What follows belongs to an exercise in optimizing a design on an open flow for small area; a production flow would make more cautious choices.
Function was checked by simulation only, so behaviour that the tests miss may differ from the original.
Power is estimated from default activity; no workload was simulated.

## purple
==> flow/design.v <==
module reg_file_mp #(
  parameter int DATA_W   = 32,
  parameter int ADDR_W   = 5,
  parameter int NRD      = 2,
  parameter int ZERO_REG = 1
) (
  input  logic                    clk,
  input  logic                    rst_n,
  input  logic [NRD*ADDR_W-1:0]   rd_addr,
  output logic [NRD*DATA_W-1:0]   rd_data,
  output logic [NRD-1:0]          rd_busy,
  input  logic                    wa_en,
  input  logic [ADDR_W-1:0]       wa_addr,
  input  logic [DATA_W-1:0]       wa_data,
  input  logic                    wb_en,
  input  logic [ADDR_W-1:0]       wb_addr,
  input  logic [DATA_W-1:0]       wb_data,
  input  logic                    sb_set_en,
  input  logic [ADDR_W-1:0]       sb_set_addr,
  input  logic                    clr_req,
  output logic                    clr_busy
);
  localparam int DEPTH = 1 << ADDR_W;
  localparam logic [ADDR_W-1:0] LAST = ADDR_W'(DEPTH - 1);
  typedef enum logic {IDLE, CLEAR} state_t;
  state_t              state, state_nxt;
  logic [ADDR_W-1:0]   cnt, cnt_nxt;
  logic [DATA_W-1:0]   mem [DEPTH];
  logic [DEPTH-1:0]    pend, pend_nxt;
  logic                idle, wa_we, wb_we;
  assign idle     = (state == IDLE);
  assign clr_busy = (state == CLEAR);
  assign wa_we    = idle && wa_en && !(ZERO_REG != 0 && wa_addr == '0);
  assign wb_we    = idle && wb_en && !(ZERO_REG != 0 && wb_addr == '0);
  always_comb begin
    state_nxt = state;
    cnt_nxt   = cnt;
    case (state)
      IDLE: begin
        if (clr_req) begin
          state_nxt = CLEAR;
          cnt_nxt   = '0;
        end
      end
      CLEAR: begin
        if (cnt == LAST) begin
          state_nxt = IDLE;
          cnt_nxt   = '0;
        end else begin
          cnt_nxt = cnt + ADDR_W'(1);
        end
      end
      default: state_nxt = IDLE;
    endcase
  end
  always_comb begin
    pend_nxt = pend;
    if (state == CLEAR) begin
      pend_nxt[cnt] = 1'b0;
    end else begin
      if (wa_en)     pend_nxt[wa_addr]     = 1'b0;
      if (wb_en)     pend_nxt[wb_addr]     = 1'b0;
      if (sb_set_en) pend_nxt[sb_set_addr] = 1'b1;
    end
    if (ZERO_REG != 0) pend_nxt[0] = 1'b0;
  end
  always_ff @(posedge clk) begin
    if (!rst_n) begin
      state <= IDLE;
      cnt   <= '0;
      pend  <= '0;
    end else begin
      state <= state_nxt;
      cnt   <= cnt_nxt;
      pend  <= pend_nxt;
    end
  end
  always_ff @(posedge clk) begin
    if (!rst_n) begin
      for (int i = 0; i < DEPTH; i++) mem[i] <= '0;
    end else if (state == CLEAR) begin
      mem[cnt] <= '0;
    end else begin
      if (wa_we) mem[wa_addr] <= wa_data;
      if (wb_we) mem[wb_addr] <= wb_data;
    end
  end
  for (genvar g = 0; g < NRD; g++) begin : g_rd
    logic [ADDR_W-1:0] a;
    logic [DATA_W-1:0] d;
    logic              b;
    assign a = rd_addr[g*ADDR_W +: ADDR_W];
    always_comb begin
      d = mem[a];
      b = pend[a];
      if (ZERO_REG != 0 && a == '0) begin
        d = '0;
        b = 1'b0;
      end else if (idle && wb_en && wb_addr == a) begin
        d = wb_data;
        b = 1'b0;
      end else if (idle && wa_en && wa_addr == a) begin
        d = wa_data;
        b = 1'b0;
      end
    end
    assign rd_data[g*DATA_W +: DATA_W] = d;
    assign rd_busy[g]                  = b;
  end
endmodule
clock: 6.0 ns
lec_check: 0
cap_margin: 20
core_margin: 2
core_utilization: 35
place_density: 0.5
setup_slack_margin: 0.4
slew_margin: 20
run.sh (not shown) runs the stock make flow with config.mk's settings and CLKGATE_MAP_FILE= SYNTH_SCRIPT=/design/flow/synth_recipe.tcl, a recipe that flattens the netlist after the stock synthesis.
purple closes out successfully: all stages finished, all timing, DRC and antenna checks passed.
Input changes introduced in red (baseline for comparison: purple):
Settings: putting CTS_CLUSTER_SIZE at 20 where nothing was set; putting CTS_CLUSTER_DIAMETER at 100 where nothing was set; swapping 0.4 for 0 in SETUP_SLACK_MARGIN.
- [red vs purple] smallest setup slack after layout: lower in red
- As far as global-route met3 utilization is concerned, red and purple perform about the same.
- When red is set beside purple, its part of the power in combinational logic turns out to be 2.4 points larger.
- Apart from red, each of purple and red ends the flow with a layout that passes the timing, design-rule and antenna checks.
- Diff purple -> red | final area | down by a few percent
- Number of distinct standard cells referenced by the synthesized netlist came out exactly the same in purple and red.

## static timing again, ports no longer ideal
How much do the figures lean on ideal ports? The routed layouts below were timed once more, with nothing changed but the port constraints.
Step 1: set_driving_cell puts a clkbuf_16 on clk and a buf_2 on each other input, an assumption about the parent block.
Step 2 adds t to the input delays and takes it off the output delays; t is the mean of the earliest and latest rising clock arrival at the registers after step 1. Input paths then give back, and output paths get back, about the clock's delay inside the block.
a / b / c = ideal ports / drivers / drivers and shift; a / b = the first two.
run | t, ns | slack for setup (ns) | latest minus earliest clock arrival (ns)
purple | 0.857 | 0.325 / 0.302 / 0.302 | 0.040 / 0.040
red | 0.812 | -0.033 / -0.057 / -0.057 | 0.042 / 0.041
For red, which loses most, drivers alone change the setup slack by -0.024 ns; drivers and shift together by -0.024 ns.
